What follows belongs to an exercise in optimizing a design on an open flow for small area and a short achievable clock period; a production flow would make more cautious choices.
In this exercise RTL edits were held to simulation tests only and were not proved equivalent to the original.
Power is estimated from default activity; no workload was simulated.

Design motorCtrlAvs, start of the top module:
module motorCtrlAvs (
    input  wire                                   clk,
    input  wire                                   reset_n,
    input  wire  [motorCtrlPkg::addrWidth-1:0]    address,
    input  wire                                   read,
    input  wire                                   write,
    input  wire  [motorCtrlPkg::wordWidth-1:0]    writedata,
    output logic [motorCtrlPkg::wordWidth-1:0]    readdata,
    output logic                                  waitrequest,
    input  wire  [motorCtrlPkg::wordWidth-1:0]    fbDirection,
    input  wire  [motorCtrlPkg::motorCount*motorCtrlPkg::wordWidth-1:0]    encoder,
    input  wire  [motorCtrlPkg::motorCount*motorCtrlPkg::wordWidth-1:0]    speedIn,
    input  wire  [motorCtrlPkg::motorCount*motorCtrlPkg::sensorWidth-1:0]  sensorIn,
    output logic [motorCtrlPkg::wordWidth-1:0]    pwmDuty,
    output logic [motorCtrlPkg::wordWidth-1:0]    driverDir,
    output logic [motorCtrlPkg::wordWidth-1:0]    motorCtrl
);
    logic [motorCtrlPkg::wordWidth-1:0]   fifoStatus;
    logic [motorCtrlPkg::motorCount*(motorCtrlPkg::wordWidth-1)-1:0] speedHead;
    logic [motorCtrlPkg::motorCount*motorCtrlPkg::adcWidth-1:0]     voltHead;
    logic [motorCtrlPkg::motorCount*motorCtrlPkg::adcWidth-1:0]     ampHead;
    logic [motorCtrlPkg::motorCount-1:0]  popSpeed;
    logic [motorCtrlPkg::motorCount-1:0]  popVolt;
    logic [motorCtrlPkg::motorCount-1:0]  popAmp;
    logic                                 clearAll;
    motorRegFile regFile (
        .clk         (clk),
        .reset_n     (reset_n),
        .address     (address),
        .read        (read),
        .write       (write),
        .writedata   (writedata),
        .fbDirection (fbDirection),
        .encoder     (encoder),
        .fifoStatus  (fifoStatus),
        .speedHead   (speedHead),
        .voltHead    (voltHead),
        .ampHead     (ampHead),
        .readdata    (readdata),
        .waitrequest (waitrequest),
        .pwmDuty     (pwmDuty),
        .driverDir   (driverDir),
  ...
clock: 5.0 ns
lec_check: 0
cap_margin: 10
core_margin: 2
core_utilization: 50
cts_cluster_diameter: 70
cts_cluster_size: 24
setup_slack_margin: 2.8
slew_margin: 10
tns_end_percent: 10
standard.sh (not shown) runs the stock make flow with config.mk's settings and CLKGATE_MAP_FILE= SYNTH_SCRIPT=/design/flow/synth_recipe.tcl, a recipe that flattens the netlist after the stock synthesis.
==> flow/flow/run.sh <==
#!/bin/bash
# Standard ORFS layout through the standard.sh (synthesis unchanged), with
# one change: buffer_ports gives every port a plain buf_1 buffer instead of
# the default delay-buffer cell. Each step's full output goes to its own log
# in the work folder; ORFS's per-stage logs stay under orfs/logs.
set -euo pipefail
export BUFFER_PORTS_ARGS="-buffer_cell sky130_fd_sc_hd__buf_1"
bash standard.sh synth > synth.log 2>&1
bash standard.sh finish > layout.log 2>&1
The first run ran to the end with no violations.
Rerun with:
--- a/flow/config.mk
+++ b/flow/config.mk
@@ -9,3 +9,3 @@
 export CORE_MARGIN = 2
-export CORE_UTILIZATION = 50
+export CORE_UTILIZATION = 65
 export CTS_CLUSTER_DIAMETER = 70
Clock-buffer cell count increases by 20.
Non-clock buffer count rises by 27.
Hold slack gets better by 0.081 ns.
Worst setup slack gets worse by 0.013 ns.
Total power decreases by about 3.3%.
Rerun with:
==> flow/run.sh (new file) <==
#!/bin/bash
# synth_recipe.tcl (not shown) runs the flow's synth.tcl, then flattens the netlist and writes it again
# the make line also repeats each setting of config.mk as NAME=value (left out here)
make -C /OpenROAD-flow-scripts/flow DESIGN_CONFIG=/design/flow/config.mk WORK_HOME=/design/flow/orfs CLKGATE_MAP_FILE= SYNTH_SCRIPT=/design/flow/synth_recipe.tcl finish
--- a/flow/config.mk
+++ b/flow/config.mk
@@ -9,3 +9,3 @@
 export CORE_MARGIN = 2
-export CORE_UTILIZATION = 65
+export CORE_UTILIZATION = 50
 export CTS_CLUSTER_DIAMETER = 70
removed: flow/flow/run.sh
removed: flow/standard.sh
What happened: Register-to-register slack got worse by 0.08 ns. Routed wire length rose by a few percent. Count of clock-buffer cells in the layout decreases by 10. Core utilization shrinks by 15 points. Sequential power hardly moves. Non-clock buffer count went up by 110.
Rerun with:
==> flow/flow/run.sh (new file) <==
#!/bin/bash
# Standard ORFS layout through the standard.sh (synthesis unchanged), with
# two changes: buffer_ports gives every port a plain buf_1 buffer instead of
# the default delay-buffer cell, and the setup repair aims at a 2.8 ns slack
# margin up to clock tree synthesis and at 2.5 ns in the post-global-route
# repair. Each step's full output goes to its own log in the work folder;
# ORFS's per-stage logs stay under orfs/logs.
set -euo pipefail
export BUFFER_PORTS_ARGS="-buffer_cell sky130_fd_sc_hd__buf_1"
bash standard.sh synth > synth.log 2>&1
SETUP_SLACK_MARGIN=2.8 bash standard.sh cts > place_cts.log 2>&1
SETUP_SLACK_MARGIN=2.5 bash standard.sh finish > route_finish.log 2>&1
==> flow/standard.sh (new file) <==
#!/bin/bash
# synth_recipe.tcl (not shown) runs the flow's synth.tcl, then flattens the netlist and writes it again
# the make line also repeats each setting of config.mk as NAME=value (left out here)
make -C /OpenROAD-flow-scripts/flow DESIGN_CONFIG=/design/flow/config.mk WORK_HOME=/design/flow/orfs CLKGATE_MAP_FILE= SYNTH_SCRIPT=/design/flow/synth_recipe.tcl "${@:-finish}"
--- a/flow/config.mk
+++ b/flow/config.mk
@@ -12,3 +12,2 @@
 export CTS_CLUSTER_SIZE = 24
-export SETUP_SLACK_MARGIN = 2.8
 export SLEW_MARGIN = 10
removed: flow/run.sh
Cell area came out lower by about 4.5%.
Via count drops by 1.8%.
Utilization decreases by 2.8 points.
Power fell by about 2%.
Clock power stays flat.
Non-clock buffer count goes down by 155.
Sequential share of layout area grows by 2.9 points.
Hold slack gets worse by 0.010 ns.
Combinational power came out lower by 20%.
Global-route usage hardly moves.
Clock skew came out lower by 0.0047 ns.

---

job 101:
motorCtrlAvs again, from the RTL that the note above started with.
export LEC_CHECK = 0
export CAP_MARGIN = 10
export CORE_MARGIN = 2
export CORE_UTILIZATION = 55
export CTS_CLUSTER_DIAMETER = 80
export CTS_CLUSTER_SIZE = 30
export SETUP_SLACK_MARGIN = 2.8
export SLEW_MARGIN = 10
export TNS_END_PERCENT = 10
create_clock -name core_clock -period 5.0 [get_ports {clk}]
==> flow/flow/run.sh <==
#!/bin/bash
# Standard ORFS layout through the standard.sh (synthesis unchanged), with
# one change: buffer_ports gives every port a plain buf_1 buffer instead of
# the default delay-buffer cell. Each step's full output goes to its own log
# in the work folder; ORFS's per-stage logs stay under orfs/logs.
set -euo pipefail
export BUFFER_PORTS_ARGS="-buffer_cell sky130_fd_sc_hd__buf_1"
bash standard.sh synth > synth.log 2>&1
bash standard.sh finish > layout.log 2>&1
Per the final summary, job 101 finished and its layout is clean on timing, DRC and antenna.
Input changes introduced in job 102 (baseline for comparison: job 101):
Settings: CTS_CLUSTER_SIZE now 24, was 30; TNS_END_PERCENT now 5, was 10; CORE_UTILIZATION now 60, was 55; CTS_CLUSTER_DIAMETER now 70, was 80.
Notes after the runs:
Job 101 ended up with address[1] as its timing startpoint of the critical path; job 102 ended up with address[0].
Looking at global routing met3 resource utilization, job 102 sits 2.8 points above job 101.
In job 102, the design area came out 0.34% above the value in job 101.
Job 102 against job 101: number of clock buffers in the layout increased 33, global-route wire length before repair increased about 1.2%, final HPWL from detailed placement essentially unchanged.
Re internal portion of total power: job 102 is 6.2% up on job 101.
Going from job 101 to job 102, hold slack shrinks by 35 ps.
Job 102 vs job 101: combinational share of power down
Sort job 101 and job 102 by die area asc -> top: job 102
In job 102 the switching share of power turned out 0.28 points lower than in job 101.
## Diff of input files: job 103 against job 102
Settings: TNS_END_PERCENT changed from 5 to 10; CAP_MARGIN changed from 10 to 0; SLEW_MARGIN changed from 10 to 0; CORE_UTILIZATION changed from 60 to 50.
### Flow results
- Job 103 has completed all stages; timing, DRC and antenna checks passed.
- Via count went down slightly going from job 102 to job 103.
- Compared with job 102, in job 103 HPWL reported at the end of detailed placement rose by about 2%; final design instance area without fill rose by 580 um^2.
- Compared with job 102, job 103 shows total length of routed met3 wires that has gone down by more than 10%.
- Job 102 → job 103: power drawn by the combinational cells shrank by about 4%; worst hold slack shrank by 98 ps.
- Between job 103 and job 102, the difference in setup slack after layout is negligible.
The following lists how job 104 was set up differently from job 103:
Settings: changing SLEW_MARGIN from 0 to 10; changing CAP_MARGIN from 0 to 10; changing CORE_UTILIZATION from 50 to 45.
--- outcome ---
- On job 104: sum of routed wire segments on met1 is 2.1% lower than what job 103 gave.
- For non-clock buffer count, dividing the value from job 104 by the value from job 103 gives 0.945.
- Compared with job 103, in job 104 power comparable, core utilization now smaller, routability congestion estimate now larger, via count now smaller.
- Changes observed in job 104 relative to job 103: number of antenna violations at the first check in global routing now sits lower, final standard cell count with taps included and fillers excluded now sits higher, total instance count after detailed placement now sits higher.
## Diff of input files: job 105 against job 104
Settings: changing CTS_CLUSTER_SIZE from 24 to 30; changing CTS_CLUSTER_DIAMETER from 70 to 80; changing CORE_UTILIZATION from 45 to 50.
==> flow/run.sh (new file) <==
#!/bin/bash
# synth_recipe.tcl (not shown) runs the flow's synth.tcl, then flattens the netlist and writes it again
# the make line also repeats each setting of config.mk as NAME=value (left out here)
make -C /OpenROAD-flow-scripts/flow DESIGN_CONFIG=/design/flow/config.mk WORK_HOME=/design/flow/orfs CLKGATE_MAP_FILE= SYNTH_SCRIPT=/design/flow/synth_recipe.tcl finish
removed: flow/flow/run.sh
removed: flow/standard.sh
### Flow results
Comparing the two runs side by side, job 105 comes out behind job 104 on final instance area.
Job 105 reports its critical-path cell with the highest stage delay as or4_4 while job 104 reports o32a_1.
Required time of the critical path: higher on job 104
Proportion of power drawn by combinational gates for job 105 is higher than for job 104.

==> static timing again, ports no longer ideal <==
No port has a modelled driver above. Below, the same layouts with a new extraction and two added sets of constraints. Step 1 sets driving cells, clkbuf_16 on the clock port and buf_2 on the other inputs (assumed; they add their load-dependent delay and slew). Step 2, shift: input delay + t, output delay - t, t = (earliest + latest rising clock arrival at the registers) / 2. This alone moves slack from input paths to output paths. Three values: ideal ports, drivers, drivers and shift; two values: the first two.
| run | shift t [ns] | slack for setup (ns) | worst setup path at the end | pins driven straight from the clock port |
|---|---|---|---|---|
| the first run of note 1 | 0.851 | 2.507 / 2.440 / 1.648 | input to register | 1 |
| the second run of note 1 | 0.809 | 2.494 / 2.516 / 1.717 | input to register | 1 |
| the third run of note 1 | 0.849 | 2.548 / 2.458 / 1.775 | input to register | 1 |
| the fourth run of note 1 | 0.853 | 2.461 / 2.411 / 1.623 | input to register | 1 |
| job 101 | 0.803 | 2.473 / 2.381 / 1.578 | input to register | 1 |
| job 102 | 0.840 | 2.505 / 2.473 / 1.633 | input to register | 1 |
| job 103 | 0.851 | 2.507 / 2.440 / 1.648 | input to register | 1 |
| job 104 | 0.861 | 2.446 / 2.452 / 1.595 | input to register | 1 |
| job 105 | 0.818 | 2.554 / 2.479 / 1.705 | input to register | 1 |
After both steps setup and hold are still met in every run listed. For job 101, which loses most, drivers alone change the setup slack by -0.092 ns; drivers and shift together by -0.895 ns.
